This is an optimization exercise on Yosys and OpenROAD, whose aim is small area, a short achievable clock period and few clock cycles per item, not a production implementation.
RTL that was checked went through simulation tests only; none was proved equivalent to the original.
Function not checked in run 7: the RTL went through the layout flow alone.
No activity file was given, so power comes from the tool's default toggle rates.

## flow/config.mk

```make
export PLATFORM = sky130hd
export DESIGN_NAME = sp_multicycle
export DESIGN_NICKNAME = sp_multicycle
export VERILOG_FILES = /design/flow/design.v
export SDC_FILE = /design/flow/constraint.sdc
export NUM_CORES = 4
export LEC_CHECK = 0
export CAP_MARGIN = 20
export CORE_MARGIN = 2
export CORE_UTILIZATION = 45
export CTS_CLUSTER_DIAMETER = 100
export CTS_CLUSTER_SIZE = 25
export PLACE_DENSITY = 0.6
export SLEW_MARGIN = 20
export SYNTH_HIERARCHICAL = 1
```

## flow/design.v

```verilog
module sp_multicycle #(
  parameter int MEM_AW = 12
) (
  input  logic                 clk,
  input  logic                 rst,
  input  logic                 in_valid,
  input  logic [31:0]          inst,
  output logic                 out_valid,
  output logic [31:0]          inst_addr,
  output logic [MEM_AW-1:0]    mem_addr,
  output logic                 mem_wen,
  output logic [31:0]          mem_wdata,
  input  logic [31:0]          mem_rdata
);
  localparam logic [5:0] OP_RTYPE = 6'd0;
  localparam logic [5:0] OP_ANDI  = 6'd1;
  localparam logic [5:0] OP_ORI   = 6'd2;
  localparam logic [5:0] OP_ADDI  = 6'd3;
  localparam logic [5:0] OP_SUBI  = 6'd4;
  localparam logic [5:0] OP_LW    = 6'd5;
  localparam logic [5:0] OP_SW    = 6'd6;
  localparam logic [5:0] OP_BEQ   = 6'd7;
  localparam logic [5:0] OP_BNE   = 6'd8;
  localparam logic [5:0] OP_LUI   = 6'd9;
  localparam logic [5:0] OP_J     = 6'd10;
  localparam logic [5:0] OP_JAL   = 6'd11;
  localparam logic [5:0] FN_AND = 6'd0;
  localparam logic [5:0] FN_OR  = 6'd1;
  localparam logic [5:0] FN_ADD = 6'd2;
  localparam logic [5:0] FN_SUB = 6'd3;
  localparam logic [5:0] FN_SLT = 6'd4;
  localparam logic [5:0] FN_SLL = 6'd5;
  localparam logic [5:0] FN_NOR = 6'd6;
  localparam logic [5:0] FN_JR  = 6'd7;
  localparam int S_ADD = 0, S_AND = 1, S_OR = 2, S_NOR = 3, S_SLT = 4,
                 S_SLL = 5, S_PASSB = 6, NSEL = 7;
  logic        exec_q, load_q;
  logic [31:0] pc_q;
  logic [31:0] rf_q [32];
  logic [31:0] rf_vld_q;           
  logic [31:0]     a_q, b_q;       
  logic            cin_q, we_q, lw_q;
  logic [NSEL-1:0] sel_q;
  logic [4:0]      waddr_q;
  logic [MEM_AW-1:0] imm_q;       
  logic [5:0]      ea_lo_q;        
  logic            ea_c_q;         
  logic [3:0]      eq_q;           
  logic            beq_q, bne_q;
  logic            wen_q, ovalid_q;
  wire idle  = !exec_q && !load_q;
  wire issue = idle && in_valid;
  wire [5:0]  op    = inst[31:26];
  wire [4:0]  rs    = inst[25:21];
  wire [4:0]  rt    = inst[20:16];
  wire [4:0]  rd    = inst[15:11];
  wire [5:0]  fn    = inst[5:0];
  wire [15:0] imm   = inst[15:0];
  wire [31:0] sel_a = (32'd1 << rs) & rf_vld_q;
  wire [31:0] sel_b = (32'd1 << rt) & rf_vld_q;
  logic [31:0] rd_a, rd_b;
  logic [1023:0] rf_flat;
  always_comb for (int i = 0; i < 32; i++) rf_flat[32*i +: 32] = rf_q[i];
  sp_multicycle_rdport u_rda (.sel(sel_a), .rf(rf_flat), .rd(rd_a));
  sp_multicycle_rdport u_rdb (.sel(sel_b), .rf(rf_flat), .rd(rd_b));
  wire [31:0] sext_imm = {{16{imm[15]}}, imm};
  wire [31:0] zext_imm = {16'h0000, imm};
  wire [31:0] pc_plus4 = pc_q + 32'd4;
  wire [31:0] br_tgt   = pc_plus4 + {sext_imm[29:0], 2'b00};
  wire [31:0] jmp_tgt  = {pc_q[31:28], inst[25:0], 2'b00};
  logic [3:0] eq;
  always_comb for (int i = 0; i < 4; i++) eq[i] = (rd_a[8*i +: 8] == rd_b[8*i +: 8]);
  wire is_r = (op == OP_RTYPE);
  logic [31:0]     npc;
  logic            inv;
  logic [31:0]     opb;
  logic            cin, we;
  logic [NSEL-1:0] sel;
  logic [4:0]      waddr;
  always_comb begin
    npc   = pc_plus4;
    inv   = 1'b0;
    opb   = sext_imm;
    cin   = 1'b0;
    we    = 1'b0;
    sel   = '0;
    waddr = rt;
    case (op)
      OP_RTYPE: begin
        waddr = rd;
        we    = 1'b1;
        opb   = rd_b;
        case (fn)
          FN_AND: sel[S_AND] = 1'b1;
          FN_OR:  sel[S_OR]  = 1'b1;
          FN_ADD: sel[S_ADD] = 1'b1;
          FN_SUB: begin sel[S_ADD] = 1'b1; inv = 1'b1; cin = 1'b1; end
          FN_SLT: begin sel[S_SLT] = 1'b1; inv = 1'b1; cin = 1'b1; end
          FN_SLL: sel[S_SLL] = 1'b1;
          FN_NOR: sel[S_NOR] = 1'b1;
          FN_JR: begin
            we  = 1'b0;
            npc = rd_a;
          end
          default: we = 1'b0;
        endcase
      end
      OP_ANDI: begin we = 1'b1; sel[S_AND] = 1'b1; opb = zext_imm; end
      OP_ORI:  begin we = 1'b1; sel[S_OR]  = 1'b1; opb = zext_imm; end
      OP_ADDI: begin we = 1'b1; sel[S_ADD] = 1'b1; end
      OP_SUBI: begin we = 1'b1; sel[S_ADD] = 1'b1; inv = 1'b1; cin = 1'b1; end
      OP_LUI:  begin we = 1'b1; sel[S_PASSB] = 1'b1; opb = {imm, 16'h0000}; end
      OP_SW:   opb = rd_b;
      OP_BEQ:  opb = br_tgt;
      OP_BNE:  opb = br_tgt;
      OP_J:    npc = jmp_tgt;
      OP_JAL: begin
        we    = 1'b1;
        waddr = 5'd31;
        sel[S_PASSB] = 1'b1;
        opb   = pc_plus4;
        npc   = jmp_tgt;
      end
      default: ;
    endcase
  end
  wire [32:0] sum_c = {a_q, 1'b1} + {b_q, cin_q};
  wire [31:0] sum   = sum_c[32:1];
  wire        eq_all = &eq_q;
  wire        tk     = exec_q && ((beq_q && eq_all) || (bne_q && !eq_all));
  wire        slt = (a_q[31] ^ ~b_q[31]) ? a_q[31] : sum[31];
  wire [31:0] alu =
      ({32{sel_q[S_ADD]}}   & sum)
    | ({32{sel_q[S_AND]}}   & (a_q & b_q))
    | ({32{sel_q[S_OR]}}    & (a_q | b_q))
    | ({32{sel_q[S_NOR]}}   & ~(a_q | b_q))
    | ({32{sel_q[S_SLT]}}   & {31'd0, slt})
    | ({32{sel_q[S_SLL]}}   & (a_q << imm_q[10:6]))
    | ({32{sel_q[S_PASSB]}} & b_q);
  wire        rf_we    = (exec_q && we_q) || load_q;
  wire [31:0] rf_wdata = load_q ? mem_rdata : alu;
  always_ff @(posedge clk or posedge rst) begin
    if (rst) begin
      exec_q   <= 1'b0;
      load_q   <= 1'b0;
      ovalid_q <= 1'b0;
      wen_q    <= 1'b0;
      pc_q     <= 32'd0;
      rf_vld_q <= 32'd0;
    end else begin
      exec_q   <= issue;
      load_q   <= exec_q && lw_q;
      ovalid_q <= (issue && op != OP_LW) || (exec_q && lw_q);
      wen_q    <= issue && op == OP_SW;
      if (issue) pc_q <= npc;
      else if (tk) pc_q <= b_q;
      if (rf_we) rf_vld_q[waddr_q] <= 1'b1;
    end
  end
  always_ff @(posedge clk) begin
    a_q     <= rd_a;
    b_q     <= opb ^ {32{inv}};
    eq_q    <= eq;
    beq_q   <= (op == OP_BEQ);
    bne_q   <= (op == OP_BNE);
    cin_q   <= cin;
    we_q    <= we;
    lw_q    <= (op == OP_LW);
    sel_q   <= sel;
    imm_q   <= imm[MEM_AW-1:0];
    {ea_c_q, ea_lo_q} <= {1'b0, rd_a[5:0]} + {1'b0, imm[5:0]};
    if (idle) waddr_q <= waddr;
    if (rf_we) rf_q[waddr_q] <= rf_wdata;
  end
  assign out_valid = ovalid_q;
  assign inst_addr = tk ? b_q : pc_q;
  assign mem_wen   = wen_q;
  assign mem_addr  = {a_q[MEM_AW-1:6] + imm_q[MEM_AW-1:6] + {5'd0, ea_c_q}, ea_lo_q};
  assign mem_wdata = b_q;
endmodule
module sp_multicycle_rdport (
  input  logic [31:0] sel,
  input  logic [1023:0] rf,
  output logic [31:0] rd
);
  always_comb begin
    rd = 32'd0;
    for (int i = 0; i < 32; i++) rd = rd | ({32{sel[i]}} & rf[32*i +: 32]);
  end
endmodule
```

## flow/constraint.sdc

```tcl
create_clock -name core_clock -period 10.0 [get_ports {clk}]
set_input_delay 2.0000 -clock core_clock [delete_from_list [all_inputs] [get_ports {clk}]]
set_output_delay 2.0000 -clock core_clock [all_outputs]
set_load 0.01 [all_outputs]
```

## flow/flow/run.sh

```bash
#!/bin/bash
set -euo pipefail
bash standard.sh SETUP_SLACK_MARGIN=6.0 finish > make.log 2>&1
```

## flow/standard.sh

```bash
#!/bin/bash
# synth_recipe.tcl (not shown) runs the flow's synth.tcl, then flattens the netlist and writes it again
# the make line also repeats each setting of config.mk as NAME=value (left out here)
make -C /OpenROAD-flow-scripts/flow DESIGN_CONFIG=/design/flow/config.mk WORK_HOME=/design/flow/orfs CLKGATE_MAP_FILE= SYNTH_SCRIPT=/design/flow/synth_recipe.tcl "${@:-finish}"
```

==> summary.txt, run 1 <==
Status
  – Status: finished clean

Timing
  – Final hold vios: 0
  – Worst slew pin tran: 1.34 ns
  – Worst rel slew slack: 0.110
  – Slew Limit Fails: 0
  – Fmax: 0.217 GHz
  – Max Clock Skew: 0.0358 ns
  – Final setup TNS: 0 ns
  – Setup-failing EPs final: 0
  – Period utilization: 0.462
  – Final min period: 4.62 ns
  – RSZ-0062 raised after global routing: true

Clock tree
  – Clock Tree Buf Depth: 3
  – Cts bufs inserted: 55
  – CTS tree: done
  – Clock transition at path regs: 0.11 ns
  – Clk latency of the worst-skew pair: 0.75 ns
  – CTS Sinks: 1,190
  – Clock Tree Root: clkbuf_16
  – Max H-tree Level: 2

Power
  – Worst IR drop on VDD: 0.000158 V
  – Leakage: 25.0 nW
  – PwrDens: 146 nW/um2

Detailed routing
  – DRT antenna net count: 0
  – DR vias/cell: 7.51
  – DRC: 0
  – Initial DRC count: 10,110
  – Avg WL per Cell: 42.6 um
  – DRT Pass-1 Iters: 17
  – Via count: 50,865
  – Post-Route WL: 288 mm

Yosys
  – Cell taking the most area after synthesis: edfxtp_1
  – Post-synth top area share: 0.541
  – Synth Net Count: 4,666
  – Synth Register Bits: 1,190
  – Netlist cell types: 88
  – Post-synth top cells: 1,054 x a22oi_1, 1,029 x edfxtp_1, 279 x nand4_1, 167 x clkbuf_1, 163 x nand2_1
  – Most frequent cell after synthesis: a22oi_1
  – Top cells by area, synth: edfxtp_1 54%, a22oi_1 14%, dfxtp_1 3.3%, nand4_1 3.1%, dfrtp_1 3.0%
  – Post-Syn Area: 57,200 um2
  – Yosys Warn Count: 8
  – Top_reg_cell synth: edfxtp_1
  – EDFF count, synth: 1,029
  – Ys async rst share: 0.0571
  – Sequential element share of the synthesized area: 0.603
  – Syn Area/Cell: 12.8 um2
  – Cells after Synth: 4,479

Floorplanning
  – Die Y: 360 um
  – Initial Util: 0.454
  – Top Ports: 145
  – Die area: 130,000 um2
  – Die width: 360 um
  – Core area: 126,000 um2
  – Site Rows: 130

Worst hold path
  – Hold path cells: 1
  – Worst min path class: flip-flop to flip-flop

Setup path
  – Critical path startpoint category: primary input
  – Critical path class: primary input to flip-flop
  – Crit path DAT: 5.24 ns
  – Critical Path RT: 10.62 ns
  – R2R depth: 12
  – Max FO, Critical Path: 10
  – Nature of the critical path endpoint: flip-flop

Placement
  – Hpwl dp: 160 mm
  – RD Place Congestion: 1.02
  – Port Buf Inserts: 144

GRT
  – GR Overflow Total: 0
  – First-pass GRT wire length: 379 mm
  – Largest net degree at the start of global routing: 54
  – Initial antenna violation count: 42
  – GRT Total Usage: 0.422
  – Vias in the first global route: 45,987

Finish
  – Layout cell share with drive strength beyond 1: 0.297
  – Layout Nets: 5,260
  – Area added between synthesis and finish: 26.0%
  – Core Util, Final: 0.572

Flow run
  – Max Cap Viol: 0
## logic make-up after synthesis
| kind of cell | after synthesis | synth area share |
|---|---|---|
| XOR/XNOR | 145 | 0.0222 |
| buffers and inverters | 428 | 0.0345 |
| adder cells (fa/ha/maj) | 120 | 0.0271 |
| multiplexers | 129 | 0.0269 |
| AO/OA/AOI/OAI | 1544 | 0.198 |
| flip-flops | 1190 | 0.603 |
| AND/OR/NAND/NOR | 923 | 0.0886 |
## worst max-delay path, cell delays in order
cell and delay [ns]:
buf_8 0.14, and3_4 0.20, and3_4 0.26, buf_8 0.18, a22oi_1 0.17, nand4_1 0.71
or4_4 0.92, a222oi_1 0.32, o21ai_1 0.15, xor2_1 0.16
## registers in the layout, indices dropped and copies added (netlist names), 4 cells and up
signal / flops
pc_q: 32
imm_q: 6
sel_q: 7
waddr_q: 5
eq_q: 4
ea_lo_q: 6
rf_vld_q: 32
b_q: 32
a_q: 32
rf_q: 1024
## area by class of cell
type / count / area (um2)
multi-input combinational: 2906 / 24500
inverter: 131 / 532
fill: 10031 / 53900
tap: 1650 / 2060
timing repair buffer: 789 / 8790
antenna: 29 / 72.6
sequential: 1190 / 34600
clock inverter: 11 / 95.1
clock buffer: 63 / 1440
## per-stage QoR
stage	setup slack (ns)	power [W]	instance area [um2]	hold slack, ns	std cells
finish	5.38	0.0105	72000	0.491	6769
global placement	3.94	0.00746	61200	0.464	6090
global route	5.37	0.0108	72000	0.506	6749
detailed placement	3.85	0.00746	61300	0.458	6094
CTS	5.48	0.0103	69200	0.487	6570
floorplan	5.43	0.00679	58400	0.433	4479
## cells in the final DEF, fill, tap and decap left out, types with 21 or more instances in the layout
| cell type | n |
|---|---|
| mux2_4 | 29 |
| nand3_1 | 30 |
| edfxtp_1 | 1029 |
| and3_1 | 21 |
| a221oi_1 | 32 |
| buf_6 | 153 |
| and3_4 | 96 |
| a21oi_1 | 91 |
| buf_4 | 387 |
| o21ai_0 | 47 |
| a22oi_2 | 222 |
| inv_1 | 112 |
| a22oi_1 | 832 |
| xor2_1 | 53 |
| dfxtp_4 | 22 |
| ha_1 | 90 |
| dfxtp_1 | 52 |
| diode_2 | 29 |
| nand2_1 | 154 |
| a21o_1 | 65 |
| clkbuf_16 | 62 |
| a31oi_1 | 24 |
| mux2i_1 | 76 |
| xnor2_1 | 79 |
| nor2_4 | 40 |
| dfrtp_1 | 67 |
| nor3_1 | 25 |
| or4_4 | 68 |
| clkdlybuf4s50_1 | 75 |
| nor2_1 | 120 |
| nand4_1 | 279 |
| a21oi_2 | 21 |
| buf_12 | 90 |
## modules after synthesis, one instance, submodules excluded
module                flip-flops and latches  times used  cells  area (um2)
sp_multicycle_rdport                       0           2    768        5380
sp_multicycle                           1190           1   2943       46400
## worst paths after layout
| path | startpoint | endpoint | slack, ns |
|---|---|---|---|
| max in group asynchronous | rst | load_q | 7.05 |
| worst max-delay path | inst[17] | b_q[14] | 5.38 |
| worst min-delay path | lw_q | load_q | 0.49 |
| worst min register to register | lw_q | load_q | 0.49 |
| worst max register to register | pc_q[7] | b_q[24] | 5.80 |
| min in group asynchronous | rst | pc_q[3] | 1.78 |
## metal layers
| metal | part of all wire | track usage |
|---|---|---|
| met1 | 0.34 | 0.508 |
| met2 | 0.40 | 0.593 |
| met5 | 0.0019 | 0.0348 |
| met4 | 0.093 | 0.285 |
| met3 | 0.16 | 0.204 |
## report_power, final
part	total, W	switching (W)	internal (W)
Sequential	0.00565	0.000186	0.00547
Combinational	0.00221	0.00126	0.000956
Clock	0.00264	0.00160	0.00104
Total	0.0105	0.00305	0.00746
## repair_timing
action | 4_1_cts | 5_1_grt
resized for setup | 916 | 272
hold buffers | 0 | 0
setup endpoints to repair | 564 | 266
gates cloned | 68 | 13
pin swaps | 338 | 288
buffers inserted | 334 | 157
Testbench counts, summed over its fixed seeds: cycles 49,704, insts 24,000.
==> run 2, diff against run 1 <==
==> flow/flow/run.sh (replaced) <==
#!/bin/bash
set -euo pipefail
bash standard.sh SETUP_SLACK_MARGIN=5.8 finish > make.log 2>&1
==> run 2 against run 1 <==
Compared with the run above: design area is 3.4% lower; worst hold slack worse by 0.012 ns; area after synthesis unchanged; highest routed layer unchanged; largest cell class unchanged; sequential power about the same; sequential share of layout area grew 1.7 points; non-clock buffer count shrank 202; maximum frequency is 4.0% lower.
==> summary.txt, run 2 <==
Yosys
  – Ys async rst share: 0.0571
  – Post-synth top cells: 1,054 x a22oi_1, 1,029 x edfxtp_1, 279 x nand4_1, 167 x clkbuf_1, 163 x nand2_1
  – Sequential element share of the synthesized area: 0.603
  – Netlist cell types: 88
  – Syn Area/Cell: 12.8 um2
  – Top_reg_cell synth: edfxtp_1
  – Yosys Warn Count: 8
  – Post-Syn Area: 57,200 um2
  – Cell taking the most area after synthesis: edfxtp_1
  – Top cells by area, synth: edfxtp_1 54%, a22oi_1 14%, dfxtp_1 3.3%, nand4_1 3.1%, dfrtp_1 3.0%
  – Cells after Synth: 4,479
  – Most frequent cell after synthesis: a22oi_1
  – Post-synth top area share: 0.541
  – Synth Net Count: 4,666
  – Synth Register Bits: 1,190
  – EDFF count, synth: 1,029

Clock tree
  – Clock Tree Buf Depth: 3
  – Cts bufs inserted: 56
  – CTS tree: done
  – Clock transition at path regs: 0.10 ns
  – Hold_buf cts: 0
  – Max H-tree Level: 2
  – CTS Sinks: 1,190
  – Clock Tree Root: clkbuf_16
  – Clk latency of the worst-skew pair: 0.75 ns

Setup path
  – Critical path class: primary input to flip-flop
  – CP most frequent cell: buf_12
  – Crit path DAT: 5.39 ns
  – Worst path cell trace: buf_12 -> nor2b_4 -> buf_4 -> and3_4 -> buf_12 -> a22oi_1 -> nand4_1 -> or4_4 -> a221oi_4 -> a21oi_2 -> xnor2_1 -> o21ai_0
  – Nature of the critical path endpoint: flip-flop
  – Critical Path RT: 10.58 ns
  – Setup slack, reg-to-reg: 5.74 ns
  – Reg-to-reg critical path startpoint: pc_q[2]
  – Worst path slowest cell: or4_4
  – Setup crit start: inst[16]
  – Critical path startpoint category: primary input
  – Slowest cell delay on critical path: 0.85 ns
  – Max FO, Critical Path: 11

Timing
  – RSZ-0062 raised after global routing: true
  – Final min period: 4.81 ns
  – Fmax: 0.208 GHz
  – Final setup TNS: 0 ns
  – Setup-failing EPs final: 0
  – Worst rel slew slack: 0.118
  – Final hold vios: 0
  – Max Clock Skew: 0.0603 ns
  – Worst slew pin tran: 1.32 ns
  – Period utilization: 0.481
  – Slew Limit Fails: 0

Placement
  – Port Buf Inserts: 144
  – Hpwl dp: 159 mm
  – RD Place Congestion: 1.03

Finish
  – Filler instances: 10,489
  – Commonest non-fill, non-tap cell in the layout: edfxtp_1
  – Largest Register: rf_q
  – Layout cell share with drive strength beyond 1: 0.236
  – Commonest cells after routing, fill and taps aside: 1,029 x edfxtp_1, 935 x a22oi_1, 279 x nand4_1
  – Core Util, Final: 0.552
  – Area added between synthesis and finish: 21.7%
  – Layout Nets: 5,051
  – Max reg flops: 1,024

Detailed routing
  – DRT Pass-1 Iters: 9
  – Post-Route WL: 277 mm
  – Avg WL per Cell: 42.1 um
  – Initial DRC count: 9,218
  – DRT antenna net count: 0
  – Via count: 48,908
  – DRC: 0
  – DR vias/cell: 7.44

Worst hold path
  – Worst min path class: flip-flop to flip-flop
  – Hold Startpoint: lw_q

Power
  – Leakage: 23.9 nW
  – Worst IR drop on VDD: 0.000145 V
  – PwrDens: 153 nW/um2

GRT
  – First-pass GRT wire length: 360 mm
  – Largest net degree at the start of global routing: 69
  – Initial antenna violation count: 38
  – GRT Total Usage: 0.399
  – Vias in the first global route: 43,284
  – GR Overflow Total: 0

Floorplanning
  – Site Rows: 130
  – Die Y: 360 um
  – Die area: 130,000 um2
  – Die width: 360 um
  – Top Ports: 145
  – Core area: 126,000 um2
  – Initial Util: 0.454

Flow run
  – Max Cap Viol: 0

Status
  – Status: finished clean
## run 2: cell types whose count changed in the layout (fill, tap and decap cells not counted), moves of 9 or more
cell | previous run | this run
buf_12 | 90 | 74
a22oi_2 | 222 | 119
buf_16 | 20 | 10
and3_4 | 96 | 85
buf_4 | 387 | 272
diode_2 | 29 | 20
a22oi_1 | 832 | 935
clkbuf_1 | 6 | 27
dlygate4sd2_1 | 6 | 15
buf_6 | 153 | 88
## run 2: path summary, 6_finish.rpt
| check | to | depth (start not counted) |
|---|---|---|
| setup / recovery | b_q[27] | 12 |
| hold / removal | load_q | 1 |
| setup reg to reg | b_q[31] | 15 |
| hold reg to reg | load_q | 1 |
| max in group asynchronous | rf_vld_q[12] | 3 |
| min in group asynchronous | wen_q | 3 |
## run 2: layout make-up
cell class                      count  area [um2]  area share
Antenna cell                       20        50.0    0.000720
Clock buffer                       84        1530      0.0220
Clock inverter                     12         221     0.00318
Inverter                          131         507     0.00729
Multi-Input combinational cell   2898       23800       0.343
Sequential cell                  1190       34600       0.497
Tap cell                         1650        2060      0.0297
Timing Repair Buffer              587        6790      0.0976
## run 2: what timing repair did
action,CTS,global route
pin swaps,180,227
gates resized for setup,724,298
setup buffers,146,126
cloned,53,21
endpoints found under the setup margin,306,212
## run 2: kinds of logic after synthesis
group                      after synthesis  synth area share
AOI/OAI and AO/OA                     1544             0.198
DFF                                   1190             0.603
and+or+nand+nor                        923            0.0886
buffers and inverters                  428            0.0345
xor gates and xnor gates               145            0.0222
muxes                                  129            0.0269
adders and majority gates              120            0.0271
## run 2: critical path, delay by kind of cell
kind,cells,cell delay [ns]
compound gates,4,0.80
simple gates,4,1.95
buf+inv,3,0.46
xor+xnor,1,0.13
## run 2: per-layer routing
layer  global-route usage  up-vias  share of wire
li1                     -    19120              -
met1                0.516    24271           0.35
met2                0.568     4447           0.41
met3                0.151     1042           0.16
met4                0.235       28          0.080
met5              0.00407        -        0.00087
## run 2: Yosys stat by module (local to each module, per instance)
module | cells inside | cell area, um2
sp_multicycle | 2943 | 46400
sp_multicycle_rdport | 768 | 5380
## run 2: where the power goes
part           switching (W)  leakage [nW]  internal [W]
clock                0.00167         0.840       0.00116
combinational        0.00124          11.8      0.000906
sequential          0.000187          11.2       0.00547
total                0.00309          23.9       0.00753
## run 2: stage by stage
step                      hold slack (ns)  std cells  area, um2  setup WS, ns  total power (W)
after CTS                           0.482       6404      66900          5.33           0.0104
after detailed placement            0.452       6109      61100          3.80          0.00746
after global placement              0.454       6107      61000          3.78          0.00746
after global routing                0.507       6552      69500          5.29           0.0109
final                               0.479       6572      69500          5.19           0.0106
after floorplan                     0.433       4479      57900          5.43          0.00677
==> run 3, diff against run 2 <==
==> flow/flow/run.sh (replaced) <==
#!/bin/bash
set -euo pipefail
bash standard.sh SETUP_SLACK_MARGIN=5.2 finish > make.log 2>&1
==> run 3 against run 2 <==
Compared with the run above: die area unchanged; maximum frequency decreased by 2.7%; clock power decreased by 7.8%; final cell count decreased by 4.7%; count of clock-buffer cells in the layout decreased by 2; sequential share of layout area increased by 5.0 points; synthesized cell count unchanged; sequential power about the same; largest cell class unchanged; largest power group unchanged.
==> summary.txt, run 3 <==
Setup path
  – Critical path class: flip-flop to primary output
  – Critical path startpoint category: flip-flop
  – Crit path DAT: 2.94 ns
  – Critical Path RT: 8.00 ns
  – Max FO, Critical Path: 18
  – Nature of the critical path endpoint: primary output

GRT
  – Initial antenna violation count: 10
  – First-pass GRT wire length: 313 mm
  – Largest net degree at the start of global routing: 62
  – GRT Total Usage: 0.334
  – Vias in the first global route: 41,661
  – GR Overflow Total: 0

Floorplanning
  – Site Rows: 130
  – Initial Util: 0.454
  – Top Ports: 145
  – Die width: 360 um
  – Core area: 126,000 um2
  – Die Y: 360 um
  – Die area: 130,000 um2

Timing
  – Fmax: 0.202 GHz
  – Worst rel slew slack: 0.270
  – Final hold vios: 0
  – RSZ-0062 raised after global routing: true
  – Final setup TNS: 0 ns
  – Slew Limit Fails: 0
  – Period utilization: 0.494
  – Max Clock Skew: 0.0204 ns
  – Setup-failing EPs final: 0
  – Final min period: 4.94 ns
  – Worst slew pin tran: 1.09 ns

Finish
  – Non-Filler Instances: 6,260
  – Commonest non-fill, non-tap cell in the layout: a22oi_1
  – Layout Nets: 4,757
  – Max reg flops: 1,024
  – Layout cell share with drive strength beyond 1: 0.0984
  – Area added between synthesis and finish: 10.4%
  – Commonest cells after routing, fill and taps aside: 1,052 x a22oi_1, 1,029 x edfxtp_1, 279 x nand4_1
  – Largest Register: rf_q

Yosys
  – Synth Net Count: 4,666
  – Syn Area/Cell: 12.8 um2
  – Post-synth top area share: 0.541
  – Top cells by area, synth: edfxtp_1 54%, a22oi_1 14%, dfxtp_1 3.3%, nand4_1 3.1%, dfrtp_1 3.0%
  – Post-synth top cells: 1,054 x a22oi_1, 1,029 x edfxtp_1, 279 x nand4_1, 167 x clkbuf_1, 163 x nand2_1
  – Cells after Synth: 4,479
  – Post-Syn Area: 57,200 um2
  – Synth Register Bits: 1,190
  – Ys async rst share: 0.0571
  – Cell taking the most area after synthesis: edfxtp_1
  – Top_reg_cell synth: edfxtp_1
  – EDFF count, synth: 1,029
  – Sequential element share of the synthesized area: 0.603
  – Yosys Warn Count: 8
  – Most frequent cell after synthesis: a22oi_1
  – Netlist cell types: 88

Clock tree
  – Cts bufs inserted: 54
  – Clock Tree Root: clkbuf_16
  – Clk latency of the worst-skew pair: 0.71 ns
  – Clock Tree Buf Depth: 3
  – CTS tree: done
  – CTS Sinks: 1,190
  – Clock transition at path regs: 0.11 ns
  – Max H-tree Level: 2

Placement
  – Dpl cells: 6,141
  – RD Place Congestion: 0.981
  – Hpwl dp: 151 mm
  – Port Buf Inserts: 144

Detailed routing
  – DRC: 0
  – DRT antenna net count: 0
  – DRT Pass-1 Iters: 7
  – Via count: 44,340
  – Initial DRC count: 6,894
  – DR vias/cell: 7.08
  – Avg WL per Cell: 36.0 um
  – Post-Route WL: 225 mm

Power
  – Tot Pwr: 0.00997 W
  – PwrDens: 158 nW/um2
  – Worst IR drop on VDD: 0.000151 V
  – Leakage: 21.6 nW

Status
  – Status: finished clean

Worst hold path
  – Worst min path class: flip-flop to flip-flop

Flow run
  – Max Cap Viol: 0
==> run 3: cell counts after synthesis <==
No cell type changed its count.
==> run 3: cells by family (layout without fill, tap and decap cells) <==
group | count (synthesis) | in the layout | synth area share
other cells | 0 | 7 | 0
xor+xnor | 145 | 145 | 0.0222
flops | 1190 | 1190 | 0.603
compound gates | 1544 | 1545 | 0.198
mux | 129 | 129 | 0.0269
fa+ha+maj | 120 | 120 | 0.0271
simple gates | 923 | 924 | 0.0886
buf+inv | 428 | 550 | 0.0345
==> run 3: power by group <==
part	total (W)	switching [W]	internal (W)
sequential	0.00562	0.000152	0.00546
clock	0.00261	0.00158	0.00104
combinational	0.00174	0.00105	0.000695
total	0.00997	0.00278	0.00720
==> run 3: final timing paths <==
check	from	end	slack, ns	depth (start not counted)
max	eq_q[0]	inst_addr[10]	5.06	7
min	lw_q	load_q	0.47	1
max reg2reg	b_q[16]	rf_q[18][0]	5.48	18
min reg2reg	lw_q	load_q	0.47	1
max in group asynchronous	rst	pc_q[1]	7.31	3
min in group asynchronous	rst	rf_vld_q[4]	1.63	2
==> run 3: worst max-delay path, stage by stage (launching register included) <==
cell	delay (ns)
dfxtp_2	0.40
nand4_1	0.17
mux2i_4	0.26
nor2b_4	0.14
buf_12	0.13
buf_12	0.16
mux2_2	0.43
clkdlybuf4s50_1	0.50
==> run 3: layout make-up <==
cell class                      instances  area [um2]
Tap cell                             1650        2060
Antenna cell                            7        17.5
Clock inverter                          7        72.6
Clock buffer                           82        1480
Fill cell                           10998       62800
Sequential cell                      1190       34500
Inverter                              131         499
Multi-Input combinational cell       2863       21400
Timing Repair Buffer                  330        3080
==> run 3: per-stage QoR <==
step / setup WS (ns) / area (um2) / hold slack (ns) / utilization
after CTS: 5.04 / 62700 / 0.477 / 0.498
after floorplan: 5.24 / 57200 / 0.433 / -
after global routing: 5.01 / 63100 / 0.507 / 0.501
final: 5.06 / 63100 / 0.471 / 0.501
after detailed placement: 3.66 / 60800 / 0.462 / 0.483
after global placement: 3.63 / 60800 / 0.450 / 0.483
==> run 3: what timing repair did <==
action / in CTS / in global routing
pin swaps: 8 / 17
buffers inserted: 5 / 13
gates cloned: 4 / 1
setup endpoints to repair: 176 / 114
gates resized for setup: 92 / 103
hold buffers: 0 / 0
==> run 3: modules after synthesis, one instance, submodules excluded <==
module	times used	flops+latches
sp_multicycle_rdport	2	0
sp_multicycle	1	1190
==> run 3: layer usage <==
metal,track usage,share of wire,vias to the layer above
met5,0.00851,0.00074,-
met4,0.125,0.047,4
met3,0.0815,0.12,470
met2,0.525,0.45,3041
met1,0.449,0.38,22406
li1,-,-,18419
==> run 4, diff against run 3 <==
==> flow/run.sh (new file) <==
#!/bin/bash
# synth_recipe.tcl (not shown) runs the flow's synth.tcl, then flattens the netlist and writes it again
# the make line also repeats each setting of config.mk as NAME=value (left out here)
make -C /OpenROAD-flow-scripts/flow DESIGN_CONFIG=/design/flow/config.mk WORK_HOME=/design/flow/orfs CLKGATE_MAP_FILE= SYNTH_SCRIPT=/design/flow/synth_recipe.tcl finish
--- a/flow/config.mk
+++ b/flow/config.mk
@@ -11,5 +11,6 @@
 export CTS_CLUSTER_DIAMETER = 100
 export CTS_CLUSTER_SIZE = 25
 export PLACE_DENSITY = 0.6
+export SETUP_SLACK_MARGIN = 5
 export SLEW_MARGIN = 20
 export SYNTH_HIERARCHICAL = 1
removed: flow/flow/run.sh
removed: flow/standard.sh
==> run 4 against run 3 <==
Compared with the run above: still clean; sequential cell count unchanged; combinational power about the same; clock skew increased by 0.023 ns; largest power group unchanged.
==> summary.txt, run 4 <==
Status
  – Status: finished clean

Detailed routing
  – DRT antenna net count: 0
  – Via count: 44,352
  – DRC: 0
  – Initial DRC count: 7,708
  – DRT Pass-1 Iters: 8
  – DR vias/cell: 7.11
  – Post-Route WL: 227 mm
  – Avg WL per Cell: 36.4 um

Setup path
  – Crit path max-delay family: buffers and inverters
  – Critical Path RT: 8.00 ns
  – Critical path startpoint category: flip-flop
  – Critical path class: flip-flop to primary output
  – Slowest cell delay on critical path: 0.51 ns
  – Worst path cell trace: nand4_1 -> mux2i_1 -> nor2b_4 -> buf_12 -> mux2_2 -> clkdlybuf4s50_1
  – Crit path DAT: 2.97 ns
  – Worst Path Buf+Inv: 2
  – Max FO, Critical Path: 35
  – Nature of the critical path endpoint: primary output
  – Worst path slowest cell: clkdlybuf4s50_1

Yosys
  – Synth Net Count: 4,666
  – Cell taking the most area after synthesis: edfxtp_1
  – Sequential element share of the synthesized area: 0.603
  – Most frequent cell after synthesis: a22oi_1
  – Top cells by area, synth: edfxtp_1 54%, a22oi_1 14%, dfxtp_1 3.3%, nand4_1 3.1%, dfrtp_1 3.0%
  – Cells after Synth: 4,479
  – Yosys Warn Count: 8
  – Netlist cell types: 88
  – Top_reg_cell synth: edfxtp_1
  – Ys async rst share: 0.0571
  – Post-synth top cells: 1,054 x a22oi_1, 1,029 x edfxtp_1, 279 x nand4_1, 167 x clkbuf_1, 163 x nand2_1
  – Synth Register Bits: 1,190
  – Syn Area/Cell: 12.8 um2
  – Post-synth top area share: 0.541
  – Post-Syn Area: 57,200 um2
  – EDFF count, synth: 1,029

GRT
  – Largest net degree at the start of global routing: 62
  – GR Overflow Total: 0
  – GRT Total Usage: 0.337
  – Initial antenna violation count: 9
  – Vias in the first global route: 42,079
  – First-pass GRT wire length: 315 mm

Floorplanning
  – Die area: 130,000 um2
  – Top Ports: 145
  – Core area: 126,000 um2
  – Site Rows: 130
  – Die Y: 360 um
  – Initial Util: 0.454
  – Die width: 360 um

Placement
  – Hpwl dp: 151 mm
  – RD Place Congestion: 0.987
  – Port Buf Inserts: 144
  – Pre-CTS setup slack: 3.52 ns
  – DP Area: 60,800 um2
  – Dpl cells: 6,136

Timing
  – Worst slew pin tran: 1.13 ns
  – Final setup TNS: 0 ns
  – Worst Setup Slack, final: 5.03 ns
  – Final hold vios: 0
  – Period utilization: 0.497
  – Fmax: 0.201 GHz
  – Slew Limit Fails: 0
  – Worst rel slew slack: 0.243
  – Max Clock Skew: 0.0437 ns
  – RSZ-0062 raised after global routing: false
  – Setup-failing EPs final: 0
  – Final min period: 4.97 ns

Clock tree
  – Clk latency of the worst-skew pair: 0.70 ns
  – Clock Tree Buf Depth: 3
  – Clock Tree Root: clkbuf_16
  – CTS tree: done
  – CTS Sinks: 1,190
  – Max H-tree Level: 2
  – Cts bufs inserted: 55
  – Clock transition at path regs: 0.11 ns

Finish
  – Layout Nets: 4,741
  – Layout cell share with drive strength beyond 1: 0.0941
  – Commonest cells after routing, fill and taps aside: 1,054 x a22oi_1, 1,029 x edfxtp_1, 279 x nand4_1
  – Area added between synthesis and finish: 9.89%
  – Commonest non-fill, non-tap cell in the layout: a22oi_1
  – Max reg flops: 1,024
  – Final Cell Area: 62,800 um2
  – Largest Register: rf_q
  – Non-Filler Instances: 6,238

Flow run
  – Max Cap Viol: 0

Power
  – Leakage: 21.4 nW
  – PwrDens: 159 nW/um2
  – Worst IR drop on VDD: 0.000176 V

Worst hold path
  – Worst min path class: flip-flop to flip-flop
==> run 4: cell counts after synthesis <==
No cell type changed its count.
==> run 4: logic make-up (layout without fill, tap and decap cells) <==
kind of cell | Yosys count | in the layout | synth area share
compound gates | 1544 | 1544 | 0.198
flops | 1190 | 1190 | 0.603
simple gates | 923 | 923 | 0.0886
buf+inv | 428 | 527 | 0.0345
xor+xnor | 145 | 145 | 0.0222
mux | 129 | 129 | 0.0269
fa+ha+maj | 120 | 120 | 0.0271
other cells | 0 | 10 | 0
==> run 4: worst paths after layout <==
kind | to | slack (ns) | start | depth (start not counted)
setup / recovery | inst_addr[8] | 5.03 | eq_q[0] | 6
hold / removal | load_q | 0.47 | lw_q | 1
setup reg to reg | rf_q[29][28] | 5.07 | a_q[0] | 11
hold reg to reg | load_q | 0.47 | lw_q | 1
max in group asynchronous | load_q | 7.28 | rst | 3
min in group asynchronous | rf_vld_q[14] | 1.69 | rst | 2
==> run 4: stage by stage <==
step           power (W)  hold slack (ns)   util
3_3_place_gp     0.00738            0.447  0.483
5_1_grt           0.0103            0.508  0.499
2_1_floorplan    0.00673            0.433      -
4_1_cts          0.00998            0.470  0.498
3_5_place_dp     0.00740            0.446  0.483
6_report          0.0100            0.471  0.499
==> run 4: metal layers <==
metal	share of wire	global-route usage	wire (um)
met1	0.37	0.445	84500
met2	0.46	0.539	104000
met3	0.11	0.0675	26000
met4	0.053	0.152	12100
met5	0.000062	0	14
==> run 4: timing repair <==
action | in CTS | in global routing
hold buffers | 0 | 0
endpoints found under the setup margin | 132 | 53
pin swaps | 2 | 3
buffers inserted | 8 | 0
cloned | 3 | 0
resized for setup | 66 | 35
==> run 4: modules after synthesis, one instance, submodules excluded <==
module | flip-flops and latches | times used
sp_multicycle_rdport | 0 | 2
sp_multicycle | 1190 | 1
==> run 4: area by class of cell <==
| cell class | count | area (um2) |
|---|---|---|
| fillers | 10907 | 63100 |
| flip-flops and latches | 1190 | 34500 |
| multi-input cells | 2861 | 21300 |
| repair buffers | 315 | 2830 |
| well taps | 1650 | 2060 |
| clock buffers | 72 | 1460 |
| inverters | 131 | 505 |
| clock inverters | 9 | 140 |
| diodes | 10 | 25.0 |
==> run 4: worst register-to-register path: cells and delay by family (launching register included) <==
| kind | cells | cell delay (ns) |
|---|---|---|
| flip-flops | 1 | 0.54 |
| AND/OR/NAND/NOR | 1 | 0.17 |
| XOR/XNOR | 1 | 0.17 |
| adder cells (fa/ha/maj) | 1 | 0.28 |
| buffers and inverters | 1 | 0.09 |
| AO/OA/AOI/OAI | 7 | 3.29 |
==> run 4: power by group <==
group / internal, W / total (W) / switching, W
Clock: 0.00108 / 0.00265 / 0.00156
Combinational: 0.000694 / 0.00173 / 0.00104
Sequential: 0.00546 / 0.00562 / 0.000153
==> run 5, diff against run 4 <==
==> flow/flow/run.sh (new file) <==
#!/bin/bash
set -euo pipefail
bash standard.sh SETUP_SLACK_MARGIN=5.6 finish > make.log 2>&1
==> flow/standard.sh (new file) <==
#!/bin/bash
# synth_recipe.tcl (not shown) runs the flow's synth.tcl, then flattens the netlist and writes it again
# the make line also repeats each setting of config.mk as NAME=value (left out here)
make -C /OpenROAD-flow-scripts/flow DESIGN_CONFIG=/design/flow/config.mk WORK_HOME=/design/flow/orfs CLKGATE_MAP_FILE= SYNTH_SCRIPT=/design/flow/synth_recipe.tcl "${@:-finish}"
--- a/flow/config.mk
+++ b/flow/config.mk
@@ -11,6 +11,5 @@
 export CTS_CLUSTER_DIAMETER = 100
 export CTS_CLUSTER_SIZE = 25
 export PLACE_DENSITY = 0.6
-export SETUP_SLACK_MARGIN = 5
 export SLEW_MARGIN = 20
 export SYNTH_HIERARCHICAL = 1
removed: flow/run.sh
==> run 5 against run 4 <==
Compared with the run above: clock skew barely moved; via count rose by 2.4%; sequential power barely moved; final cell count rose by 1.3%; sequential cell count did not move; sequential share of layout area fell by 1.7 points; combinational power rose by about 20%; area after synthesis did not move; worst hold slack improved by 0.011 ns; critical path depth rose by 1; worst setup slack improved by 0.17 ns.
==> summary.txt, run 5 <==
Finish
  – Largest Register: rf_q
  – Max reg flops: 1,024
  – Filler instances: 10,846
  – Layout cell share with drive strength beyond 1: 0.148
  – Commonest cells after routing, fill and taps aside: 1,032 x a22oi_1, 1,029 x edfxtp_1, 279 x nand4_1
  – Layout Nets: 4,819
  – Commonest non-fill, non-tap cell in the layout: a22oi_1
  – FF/Latch Area: 34,500 um2
  – Area added between synthesis and finish: 13.5%
  – Non-Filler Instances: 6,318
  – Area occupied by multi-input gates: 22,300 um2

Detailed routing
  – DRT antenna net count: 0
  – Avg WL per Cell: 36.9 um
  – DR vias/cell: 7.19
  – Initial DRC count: 8,316
  – DRC: 0
  – DRT Pass-1 Iters: 6
  – Via count: 45,434
  – Post-Route WL: 233 mm

Clock tree
  – Clk latency of the worst-skew pair: 0.72 ns
  – CTS tree: done
  – Clock transition at path regs: 0.10 ns
  – Hold_buf cts: 0
  – Clock Tree Buf Depth: 3
  – CTS Sinks: 1,190
  – Max H-tree Level: 2
  – Cts bufs inserted: 54
  – Clock Tree Root: clkbuf_16

Timing
  – Final setup TNS: 0 ns
  – Final min period: 4.80 ns
  – Final hold vios: 0
  – Worst rel slew slack: 0.313
  – Period utilization: 0.480
  – Setup-failing EPs final: 0
  – RSZ-0062 raised after global routing: true
  – Max Clock Skew: 0.0435 ns
  – Worst slew pin tran: 1.03 ns
  – Slew Limit Fails: 0
  – Fmax: 0.208 GHz

Flow run
  – Max Cap Viol: 0

Yosys
  – Post-synth top area share: 0.541
  – Synth Net Count: 4,666
  – Syn Area/Cell: 12.8 um2
  – Top_reg_cell synth: edfxtp_1
  – Netlist cell types: 88
  – Ys async rst share: 0.0571
  – Synth Register Bits: 1,190
  – Cell taking the most area after synthesis: edfxtp_1
  – Yosys Warn Count: 8
  – EDFF count, synth: 1,029
  – Cells after Synth: 4,479
  – Most frequent cell after synthesis: a22oi_1
  – Sequential element share of the synthesized area: 0.603
  – Top cells by area, synth: edfxtp_1 54%, a22oi_1 14%, dfxtp_1 3.3%, nand4_1 3.1%, dfrtp_1 3.0%
  – Post-Syn Area: 57,200 um2
  – Post-synth top cells: 1,054 x a22oi_1, 1,029 x edfxtp_1, 279 x nand4_1, 167 x clkbuf_1, 163 x nand2_1

Floorplanning
  – Die area: 130,000 um2
  – Die width: 360 um
  – Die Y: 360 um
  – Site Rows: 130
  – Core area: 126,000 um2
  – Initial Util: 0.454
  – Top Ports: 145

Worst hold path
  – Hold path cells: 1
  – Hold Startpoint: lw_q
  – WHS Endpoint: load_q
  – Worst min path class: flip-flop to flip-flop

Placement
  – Dpl cells: 6,119
  – Hpwl dp: 148 mm
  – RD Place Congestion: 0.992
  – Port Buf Inserts: 144

Setup path
  – Critical path startpoint category: flip-flop
  – Critical Path RT: 8.00 ns
  – Max FO, Critical Path: 5
  – Reg-to-reg critical path startpoint: a_q[8]
  – R2R Path End: rf_q[11][31]
  – Crit path DAT: 2.80 ns
  – Setup slack, reg-to-reg: 5.70 ns
  – Critical path class: flip-flop to primary output
  – Nature of the critical path endpoint: primary output
  – R2R depth: 15

Power
  – Switching power: 0.00297 W
  – Switching share of total power: 0.288
  – PwrDens: 159 nW/um2
  – Worst IR drop on VDD: 0.000139 V
  – Seq pwr share: 0.546
  – Clock power frac: 0.254
  – Comb power frac: 0.201
  – Leakage: 22.1 nW
  – Cell-internal power: 0.00735 W

GRT
  – Initial antenna violation count: 17
  – First-pass GRT wire length: 319 mm
  – GR Overflow Total: 0
  – Vias in the first global route: 41,358
  – GRT Total Usage: 0.341
  – Largest net degree at the start of global routing: 58

Status
  – Status: finished clean
-- run 5: cell counts after synthesis --
Identical to the previous run, type by type.
-- run 5: cells by family after synthesis --
| family | count (synthesis) | synth area share |
|---|---|---|
| and+or+nand+nor | 923 | 0.0886 |
| buffers and inverters | 428 | 0.0345 |
| AOI/OAI and AO/OA | 1544 | 0.198 |
| xor gates and xnor gates | 145 | 0.0222 |
| muxes | 129 | 0.0269 |
| adders and majority gates | 120 | 0.0271 |
| DFF | 1190 | 0.603 |
-- run 5: layout make-up --
cell class	count	area share
repair buffers	385	0.0596
well taps	1650	0.0318
clock buffers	84	0.0232
clock inverters	6	0.000733
flip-flops and latches	1190	0.532
inverters	131	0.00789
multi-input cells	2870	0.344
diodes	2	0.0000772
-- run 5: worst max path at each step --
stage / depth (start not counted) / end / start / slack [ns]
after floorplan: 15 / ea_c_q / inst[24] / 5.43
after global placement: 12 / b_q[23] / inst[19] / 3.40
after detailed placement: 12 / b_q[23] / inst[19] / 3.34
after global routing: 7 / inst_addr[11] / eq_q[0] / 5.28
after CTS: 6 / inst_addr[15] / eq_q[0] / 5.00
final: 7 / inst_addr[15] / eq_q[0] / 5.20
-- run 5: per-stage QoR --
stage	worst slack [ns]	hold WS (ns)	total power [W]	cell area [um2]	util
2_1_floorplan	5.43	0.433	0.00674	57600	-
3_3_place_gp	3.40	0.451	0.00746	60800	0.483
3_5_place_dp	3.34	0.456	0.00746	60800	0.483
4_1_cts	5.00	0.488	0.0101	63400	0.504
5_1_grt	5.28	0.515	0.0106	64800	0.515
6_report	5.20	0.483	0.0103	64800	0.515
-- run 5: per-layer routing --
layer / routed length, um / track usage
met3: 28900 / 0.0837
met5: 80 / 0
met2: 105000 / 0.528
met1: 85900 / 0.451
met4: 13800 / 0.159
-- run 5: critical path: stages, from the launching register on --
cell	delay [ns]
dfxtp_4	0.41
nand4_1	0.32
mux2i_2	0.28
nor2b_4	0.19
buf_6	0.19
clkbuf_16	0.18
mux2_4	0.36
buf_6	0.14
-- run 5: power groups by stage --
stage	registers (W)	logic, W	clock network [W]
2_1_floorplan	0.00566	0.00107	0
3_3_place_gp	0.00572	0.00174	0
3_5_place_dp	0.00573	0.00174	0
4_1_cts	0.00562	0.00186	0.00264
5_1_grt	0.00564	0.00217	0.00279
6_report	0.00564	0.00207	0.00262
-- run 5: repair_timing --
action / in CTS / in global routing
gates resized for setup: 281 / 316
pin swaps: 40 / 57
setup endpoints to repair: 191 / 175
setup buffers: 33 / 54
cloned: 9 / 11
-- run 5: Yosys stat by module (local to each module, per instance) --
module / area, um2 / cells inside / copies in the design
sp_multicycle_rdport: 5380 / 768 / 2
sp_multicycle: 46400 / 2943 / 1
==> run 6, diff against run 5 <==
==> flow/flow/run.sh (replaced) <==
#!/bin/bash
set -euo pipefail
bash standard.sh SETUP_SLACK_MARGIN=5.4 finish > make.log 2>&1
==> run 6 against run 5 <==
Compared with the run above: synthesized cell count is the same; routed wire length is 3.2% lower; power is 3.4% lower; worst hold slack got worse by 0.0074 ns; critical path depth increased by 2; area after synthesis unchanged.
==> summary.txt, run 6 <==
Status
  – Status: finished clean

Timing
  – Slew Limit Fails: 0
  – Worst Setup Slack, final: 5.28 ns
  – Worst rel slew slack: 0.241
  – Fmax: 0.212 GHz
  – Setup-failing EPs final: 0
  – Final setup TNS: 0 ns
  – RSZ-0062 raised after global routing: true
  – Worst Hold Slack: 0.475 ns
  – Period utilization: 0.472
  – Max Clock Skew: 0.0209 ns
  – Final min period: 4.72 ns
  – Final hold vios: 0
  – Worst slew pin tran: 1.13 ns

Clock tree
  – CTS tree: done
  – Hold_buf cts: 0
  – Cts bufs inserted: 54
  – Clock transition at path regs: 0.11 ns
  – CTS Sinks: 1,190
  – Clock Tree Root: clkbuf_16
  – Clock Tree Buf Depth: 3
  – Clk latency of the worst-skew pair: 0.70 ns
  – Max H-tree Level: 2

Yosys
  – Post-synthesis simple-gate area fraction: 0.0886
  – Post-synth top area share: 0.541
  – Xor-xnor portion of the synthesized cell area: 0.0222
  – Cells after Synth: 4,479
  – Synth Area in Compound Gates: 0.198
  – Ys async rst share: 0.0571
  – Syn Area/Cell: 12.8 um2
  – Synth Register Bits: 1,190
  – Sequential element share of the synthesized area: 0.603
  – Post-Syn Area: 57,200 um2
  – Post-synth top cells: 1,054 x a22oi_1, 1,029 x edfxtp_1, 279 x nand4_1, 167 x clkbuf_1, 163 x nand2_1
  – Largest family of logic cells by synthesized area: compound AO/OA/AOI/OAI gates
  – EDFF count, synth: 1,029
  – Netlist cell types: 88
  – Adder-cell share of the synthesized area: 0.0271
  – Top_reg_cell synth: edfxtp_1
  – Cell taking the most area after synthesis: edfxtp_1
  – Top cells by area, synth: edfxtp_1 54%, a22oi_1 14%, dfxtp_1 3.3%, nand4_1 3.1%, dfrtp_1 3.0%
  – Synth Net Count: 4,666
  – Post-synthesis mux area share: 0.0269
  – Yosys Warn Count: 8
  – Most frequent cell after synthesis: a22oi_1

Finish
  – Final Cell Area: 63,600 um2
  – Layout cell share with drive strength beyond 1: 0.117
  – Filler instances: 10,925
  – Area occupied by multi-input gates: 21,700 um2
  – Max reg flops: 1,024
  – Area added between synthesis and finish: 11.3%
  – Non-Filler Instances: 6,249
  – Largest Register: rf_q
  – Layout Nets: 4,757
  – Commonest non-fill, non-tap cell in the layout: a22oi_1
  – Commonest cells after routing, fill and taps aside: 1,049 x a22oi_1, 1,029 x edfxtp_1, 279 x nand4_1
  – FF/Latch Area: 34,500 um2

Power
  – Worst IR drop on VDD: 0.000137 V
  – PwrDens: 157 nW/um2
  – Leakage: 21.7 nW

Floorplanning
  – Core area: 126,000 um2
  – Die Y: 360 um
  – Initial Util: 0.454
  – Die width: 360 um
  – Die area: 130,000 um2
  – Top Ports: 145
  – Site Rows: 130

Placement
  – Hpwl dp: 148 mm
  – DP Area: 60,700 um2
  – RD Place Congestion: 1.03
  – Dpl cells: 6,124
  – Pre-CTS setup slack: 3.94 ns
  – Port Buf Inserts: 144

Setup path
  – Crit path DAT: 2.72 ns
  – Max FO, Critical Path: 5
  – Worst path slowest cell: mux2i_4
  – Crit path max-delay family: multiplexers
  – Slowest cell delay on critical path: 0.39 ns
  – CP most frequent cell: buf_6
  – Critical path class: flip-flop to primary output
  – Worst Path Buf+Inv: 5
  – Worst path cell trace: nand4_1 -> mux2i_4 -> nor2b_4 -> buf_6 -> buf_6 -> buf_12 -> buf_16 -> mux2_4 -> buf_6
  – Critical path startpoint category: flip-flop
  – Critical Path RT: 8.00 ns
  – Nature of the critical path endpoint: primary output

GRT
  – Initial antenna violation count: 13
  – Vias in the first global route: 41,569
  – Largest net degree at the start of global routing: 69
  – First-pass GRT wire length: 313 mm
  – GRT Total Usage: 0.333
  – GR Overflow Total: 0
  – Grt met2 use: 0.522
  – Met1 GRT Util: 0.439
  – GR Util met3: 0.0907
  – Most Used Layer, Global Route: met2

Detailed routing
  – DRC: 0
  – Initial DRC count: 7,170
  – Post-Route WL: 226 mm
  – Via count: 44,799
  – DR vias/cell: 7.17
  – Avg WL per Cell: 36.2 um
  – DRT antenna net count: 0
  – DRT Pass-1 Iters: 8

Worst hold path
  – Worst min path class: flip-flop to flip-flop

Flow run
  – Max Cap Viol: 0
[run 6: cell counts after synthesis]
Identical to the previous run, type by type.
[run 6: per-module statistics from Yosys, one instance, submodules excluded]
module	area, um2	flops+latches	cells
sp_multicycle	46400	1190	2943
sp_multicycle_rdport	5380	0	768
[run 6: kinds of logic (layout without fill, tap and decap cells)]
family,count (synthesis),in the layout
muxes,129,129
and+or+nand+nor,923,923
other,0,8
AOI/OAI and AO/OA,1544,1544
DFF,1190,1190
buffers and inverters,428,540
xor gates and xnor gates,145,145
adders and majority gates,120,120
[run 6: what timing repair did]
item,CTS,global route
setup buffers,24,6
resized for setup,309,181
gates cloned,6,3
endpoints found under the setup margin,174,135
pin swaps,5,18
[run 6: stage by stage]
stage          total power [W]  utilization
2_1_floorplan          0.00673            -
3_3_place_gp           0.00737        0.482
3_5_place_dp           0.00738        0.482
4_1_cts                0.00990        0.501
5_1_grt                 0.0103        0.505
6_report               0.00997        0.505
[run 6: power breakdown]
group          switching (W)  leakage, nW  internal, W
clock network        0.00156        0.715      0.00101
registers           0.000158         11.2      0.00547
logic                0.00105         9.76     0.000741
total                0.00276         21.7      0.00721
[run 6: worst reg2reg max path, stage by stage (launching register included)]
cell       delay, ns
dfrtp_1         0.52
ha_1            0.20
and4_1          0.30
nand4_1         0.52
xor2_1          0.37
inv_1           0.15
ha_1            0.24
a21oi_1         0.16
nand2_1         0.08
nor2_2          0.30
a211o_1         0.35
a2111oi_2       0.10
or4_1           0.54
a211o_1         0.28
nand3_1         0.11
xor2_1          0.17
[run 6: area by class of cell]
type | count | area share
flip-flops and latches | 1190 | 0.542
multi-input cells | 2861 | 0.341
repair buffers | 332 | 0.0530
well taps | 1650 | 0.0325
clock buffers | 73 | 0.0224
inverters | 131 | 0.00801
clock inverters | 4 | 0.000944
diodes | 8 | 0.000315
[run 6: path summary, 6_finish.rpt]
path                          from            end  slack (ns)  cells after the start
min in group asynchronous      rst   rf_vld_q[29]        1.72                      3
max in group asynchronous      rst        pc_q[6]        7.66                      4
min                           lw_q         load_q        0.48                      1
min reg2reg                   lw_q         load_q        0.48                      1
max reg2reg                pc_q[3]        b_q[28]        5.57                     15
max                        eq_q[0]  inst_addr[10]        5.28                      9
[run 6: per-layer routing]
layer  up-vias  share of wire  wire length (um)
met2      3425           0.45            102000
met3       584           0.12             28000
met4        10          0.049             11200
li1      18398              -                 -
met1     22382           0.37             84600
met5         -        0.00028                63
==> run 7, diff against run 6 <==
--- a/flow/design.v
+++ b/flow/design.v
@@ -45,8 +45,7 @@
   logic [MEM_AW-1:0] imm_q;       
   logic [5:0]      ea_lo_q;        
   logic            ea_c_q;         
-  logic [3:0]      eq_q;           
-  logic            beq_q, bne_q;
+  logic            tk_q;           
   logic            wen_q, ovalid_q;
   wire idle  = !exec_q && !load_q;
   wire issue = idle && in_valid;
@@ -68,8 +67,7 @@
   wire [31:0] pc_plus4 = pc_q + 32'd4;
   wire [31:0] br_tgt   = pc_plus4 + {sext_imm[29:0], 2'b00};
   wire [31:0] jmp_tgt  = {pc_q[31:28], inst[25:0], 2'b00};
-  logic [3:0] eq;
-  always_comb for (int i = 0; i < 4; i++) eq[i] = (rd_a[8*i +: 8] == rd_b[8*i +: 8]);
+  wire        eq       = (rd_a == rd_b);
   wire is_r = (op == OP_RTYPE);
   logic [31:0]     npc;
   logic            inv;
@@ -126,8 +124,6 @@
   end
   wire [32:0] sum_c = {a_q, 1'b1} + {b_q, cin_q};
   wire [31:0] sum   = sum_c[32:1];
-  wire        eq_all = &eq_q;
-  wire        tk     = exec_q && ((beq_q && eq_all) || (bne_q && !eq_all));
   wire        slt = (a_q[31] ^ ~b_q[31]) ? a_q[31] : sum[31];
   wire [31:0] alu =
       ({32{sel_q[S_ADD]}}   & sum)
@@ -146,6 +142,7 @@
       ovalid_q <= 1'b0;
       wen_q    <= 1'b0;
       pc_q     <= 32'd0;
+      tk_q     <= 1'b0;
       rf_vld_q <= 32'd0;
     end else begin
       exec_q   <= issue;
@@ -153,16 +150,14 @@
       ovalid_q <= (issue && op != OP_LW) || (exec_q && lw_q);
       wen_q    <= issue && op == OP_SW;
       if (issue) pc_q <= npc;
-      else if (tk) pc_q <= b_q;
+      else if (tk_q) pc_q <= b_q;
+      tk_q     <= issue && ((op == OP_BEQ && eq) || (op == OP_BNE && !eq));
       if (rf_we) rf_vld_q[waddr_q] <= 1'b1;
     end
   end
   always_ff @(posedge clk) begin
     a_q     <= rd_a;
     b_q     <= opb ^ {32{inv}};
-    eq_q    <= eq;
-    beq_q   <= (op == OP_BEQ);
-    bne_q   <= (op == OP_BNE);
     cin_q   <= cin;
     we_q    <= we;
     lw_q    <= (op == OP_LW);
@@ -173,18 +168,44 @@
     if (rf_we) rf_q[waddr_q] <= rf_wdata;
   end
   assign out_valid = ovalid_q;
-  assign inst_addr = tk ? b_q : pc_q;
+  assign inst_addr = tk_q ? b_q : pc_q;
   assign mem_wen   = wen_q;
   assign mem_addr  = {a_q[MEM_AW-1:6] + imm_q[MEM_AW-1:6] + {5'd0, ea_c_q}, ea_lo_q};
   assign mem_wdata = b_q;
 endmodule
 module sp_multicycle_rdport (
-  input  logic [31:0] sel,
+  input  logic [31:0]   sel,
   input  logic [1023:0] rf,
-  output logic [31:0] rd
+  output logic [31:0]   rd
+);
+  logic [31:0] g [4];
+  logic [31:0] n01, n23;
+  for (genvar k = 0; k < 4; k++) begin : grp
+    sp_multicycle_rdgrp u_grp (.sel(sel[8*k +: 8]), .rf(rf[256*k +: 256]), .rd(g[k]));
+  end
+  sp_multicycle_nor2  u_n01 (.a(g[0]), .b(g[1]), .y(n01));
+  sp_multicycle_nor2  u_n23 (.a(g[2]), .b(g[3]), .y(n23));
+  sp_multicycle_nand2 u_out (.a(n01), .b(n23), .y(rd));
+endmodule
+module sp_multicycle_rdgrp (
+  input  logic [7:0]   sel,
+  input  logic [255:0] rf,
+  output logic [31:0]  rd
 );
   always_comb begin
     rd = 32'd0;
-    for (int i = 0; i < 32; i++) rd = rd | ({32{sel[i]}} & rf[32*i +: 32]);
-  end
-endmodule
+    for (int i = 0; i < 8; i++) rd = rd | ({32{sel[i]}} & rf[32*i +: 32]);
+  end
+endmodule
+module sp_multicycle_nor2 (
+  input  logic [31:0] a, b,
+  output logic [31:0] y
+);
+  assign y = ~(a | b);
+endmodule
+module sp_multicycle_nand2 (
+  input  logic [31:0] a, b,
+  output logic [31:0] y
+);
+  assign y = ~(a & b);
+endmodule
==> flow/flow/run.sh (replaced) <==
#!/bin/bash
set -euo pipefail
bash standard.sh SETUP_SLACK_MARGIN=5.6 finish > make.log 2>&1
==> run 7 against run 6 <==
Compared with the run above: via count up 4.1%; count of clock-buffer cells in the layout increased by 23; design area up 4.3%; highest routed layer unchanged; synthesized cell count up 3.1%; combinational power up 7%; die area up 1.6%; clock skew rose by 0.038 ns; first-iteration DRC count up 12%.
==> summary.txt, run 7 <==
Worst hold path
  – Worst min path class: flip-flop to flip-flop

Clock tree
  – Hold_buf cts: 0
  – Clock transition at path regs: 0.12 ns
  – CTS Sinks: 1,185
  – Clk latency of the worst-skew pair: 0.73 ns
  – Cts bufs inserted: 54
  – Clock Tree Buf Depth: 3
  – CTS tree: done
  – Max H-tree Level: 2
  – Clock Tree Root: clkbuf_16

GRT
  – GRT Total Usage: 0.351
  – Initial antenna violation count: 9
  – GR Overflow Total: 0
  – First-pass GRT wire length: 329 mm
  – Largest net degree at the start of global routing: 43
  – Vias in the first global route: 42,533

Finish
  – Largest Register: rf_q
  – Commonest non-fill, non-tap cell in the layout: edfxtp_1
  – Layout cell share with drive strength beyond 1: 0.165
  – Area added between synthesis and finish: 14.2%
  – Layout Nets: 4,965
  – Commonest cells after routing, fill and taps aside: 1,029 x edfxtp_1, 1,013 x a22oi_1, 280 x nand4_1
  – Max reg flops: 1,024

Yosys
  – Top_reg_cell synth: edfxtp_1
  – Post-synth top cells: 1,041 x a22oi_1, 1,029 x edfxtp_1, 280 x nand4_1, 260 x nor2_1, 229 x nand2_1
  – EDFF count, synth: 1,029
  – Netlist cell types: 97
  – Sequential element share of the synthesized area: 0.592
  – Synth Register Bits: 1,185
  – Synth Net Count: 4,807
  – Ys async rst share: 0.0582
  – Post-Syn Area: 58,100 um2
  – Syn Area/Cell: 12.6 um2
  – Yosys Warn Count: 10
  – Most frequent cell after synthesis: a22oi_1
  – Top cells by area, synth: edfxtp_1 53%, a22oi_1 13%, nand4_1 3.0%, dfxtp_1 3.0%, dfrtp_1 3.0%
  – Cell taking the most area after synthesis: edfxtp_1
  – Cells after Synth: 4,620
  – Post-synth top area share: 0.532

Setup path
  – Critical path startpoint category: primary input
  – CP most frequent cell: nand4_1
  – Critical Path RT: 10.60 ns
  – Setup slack, reg-to-reg: 5.51 ns
  – Worst path cell trace: clkbuf_4 -> bufbuf_16 -> and3b_2 -> and3_4 -> buf_6 -> a22oi_1 -> nand4_1 -> nor2_4 -> nand2_2 -> xnor2_2 -> nand4_1 -> nor4_2 -> nand2_1 -> mux2i_1 -> nor2_1
  – Crit path DAT: 5.17 ns
  – Worst path slowest cell: nand4_1
  – Nature of the critical path endpoint: flip-flop
  – Slowest cell delay on critical path: 0.42 ns
  – Max FO, Critical Path: 19
  – Critical path class: primary input to flip-flop

Placement
  – Port Buf Inserts: 144
  – RD Place Congestion: 1.06
  – Hpwl dp: 157 mm
  – Pre-CTS setup slack: 3.34 ns

Timing
  – Final hold vios: 0
  – Max Clock Skew: 0.0584 ns
  – Worst slew pin tran: 1.19 ns
  – Final min period: 4.57 ns
  – Slew Limit Fails: 0
  – Fmax: 0.219 GHz
  – Final setup TNS: 0 ns
  – RSZ-0062 raised after global routing: true
  – Worst Setup Slack, final: 5.43 ns
  – Worst rel slew slack: 0.207
  – Setup-failing EPs final: 0
  – Period utilization: 0.457

Detailed routing
  – Avg WL per Cell: 37.1 um
  – Post-Route WL: 241 mm
  – DR vias/cell: 7.19
  – DRT antenna net count: 0
  – DRT Pass-1 Iters: 11
  – Via count: 46,648
  – Initial DRC count: 8,024
  – DRC: 0

Floorplanning
  – Initial Util: 0.454
  – Core area: 128,000 um2
  – Site Rows: 131
  – Die Y: 363 um
  – Top Ports: 145
  – Die area: 132,000 um2
  – Die width: 363 um

Status
  – Status: finished clean

Power
  – PwrDens: 153 nW/um2
  – Tot Pwr: 0.0102 W
  – Worst IR drop on VDD: 0.000135 V
  – Leakage: 22.7 nW

Flow run
  – Max Cap Viol: 0
## run 7: path summary, 6_finish.rpt
check,start,to,depth (start not counted)
setup / recovery,inst[20],tk_q,15
hold / removal,lw_q,load_q,1
setup reg to reg,a_q[2],rf_q[24][31],14
hold reg to reg,lw_q,load_q,1
max in group asynchronous,rst,rf_vld_q[2],3
min in group asynchronous,rst,pc_q[29],2
## run 7: per-layer routing
layer	vias up	track usage	routed length (um)	share of wire
li1	18971	-	-	-
met1	23527	0.476	89200	0.37
met2	3547	0.519	103000	0.43
met3	595	0.0881	32300	0.13
met4	8	0.186	16200	0.067
met5	-	0	51	0.00021
## run 7: where the power goes
part / total, W / switching [W] / internal [W]
clock: 0.00264 / 0.00159 / 0.00106
combinational: 0.00191 / 0.00116 / 0.000748
sequential: 0.00560 / 0.000166 / 0.00544
total: 0.0102 / 0.00291 / 0.00724
## run 7: area by class of cell
cell class | count | area [um2]
clock buffer | 96 | 1530
sequential | 1185 | 34400
timing repair buffer | 398 | 4330
fill | 10860 | 61500
antenna | 5 | 12.5
inverter | 145 | 551
tap | 1662 | 2080
clock inverter | 5 | 58.8
multi-input combinational | 2994 | 23300
## run 7: stage by stage
stage                     area, um2  utilization  hold slack (ns)  instances
after floorplan               58100            -            0.433       4620
after global placement        61400        0.480            0.444       6280
after detailed placement      61600        0.482            0.454       6290
after CTS                     65300        0.511            0.477       6447
after global routing          66300        0.519            0.501       6485
final                         66300        0.519            0.481       6490
## run 7: cell families (layout without fill, tap and decap cells)
family	count (synthesis)	count (layout)	synth area share
other	0	5	0
adders and majority gates	120	120	0.0266
muxes	134	134	0.0300
xor gates and xnor gates	131	131	0.0199
and+or+nand+nor	1020	1022	0.0891
DFF	1185	1185	0.592
buffers and inverters	444	644	0.0416
AOI/OAI and AO/OA	1586	1587	0.201
## run 7: timing repair
action	in CTS	in global routing
gates resized for setup	486	159
gates cloned	9	7
endpoints found under the setup margin	215	95
setup buffers	47	30
pin swaps	132	101
## run 7: worst max-delay path, delay by kind of cell
family	cells	cell delay, ns
simple gates	9	1.91
compound gates	1	0.22
mux	1	0.17
xor+xnor	1	0.17
buf+inv	3	0.67
## run 7: Yosys stat by module, one instance, submodules excluded, excerpt
module               cells inside  flip-flops and latches  cell area (um2)
sp_multicycle_nor2             32                       0              120
sp_multicycle                2956                    1185            46600
sp_multicycle_nand2            32                       0              120
sp_multicycle_rdgrp           184                       0             1340

what the ideal ports hide:
In the flow no input, the clock included, has a driving cell. The finished layouts below were timed again as built, in two steps.
Step 1 assumes that a clkbuf_16 drives the clock port and a buf_2 every other input.
Step 2 times the ports against the registers' clock, not the clock port: input delays grow and output delays shrink by t, the midpoint of the rising clock arrivals with the driver on.
Three values: no drivers, after step 1, after step 2; two values: the first two.
run	shift t [ns]	setup slack, ns	worst hold slack (ns)	worst setup path after step 2	slew at the worst register clock pin (ns)
run 1	0.807	5.385 / 5.361 / 4.554	0.491 / 0.491 / 0.491	input to register	0.11 / 0.11
run 2	0.799	5.190 / 5.216 / 4.417	0.479 / 0.479 / 0.479	input to register	0.11 / 0.11
run 3	0.776	5.056 / 4.984 / 4.494	0.471 / 0.471 / 0.471	input to register	0.11 / 0.11
run 4	0.754	5.030 / 4.959 / 4.328	0.471 / 0.471 / 0.471	input to register	0.11 / 0.11
run 5	0.777	5.202 / 5.125 / 4.646	0.483 / 0.483 / 0.483	input to register	0.11 / 0.11
run 6	0.764	5.283 / 5.207 / 4.642	0.475 / 0.475 / 0.475	input to register	0.11 / 0.11
run 7	0.783	5.431 / 5.440 / 4.699	0.481 / 0.481 / 0.481	input to register	0.12 / 0.12
After both steps setup and hold are still met in every run listed. For run 1, which loses most, drivers alone change the setup slack by -0.024 ns; drivers and shift together by -0.831 ns.
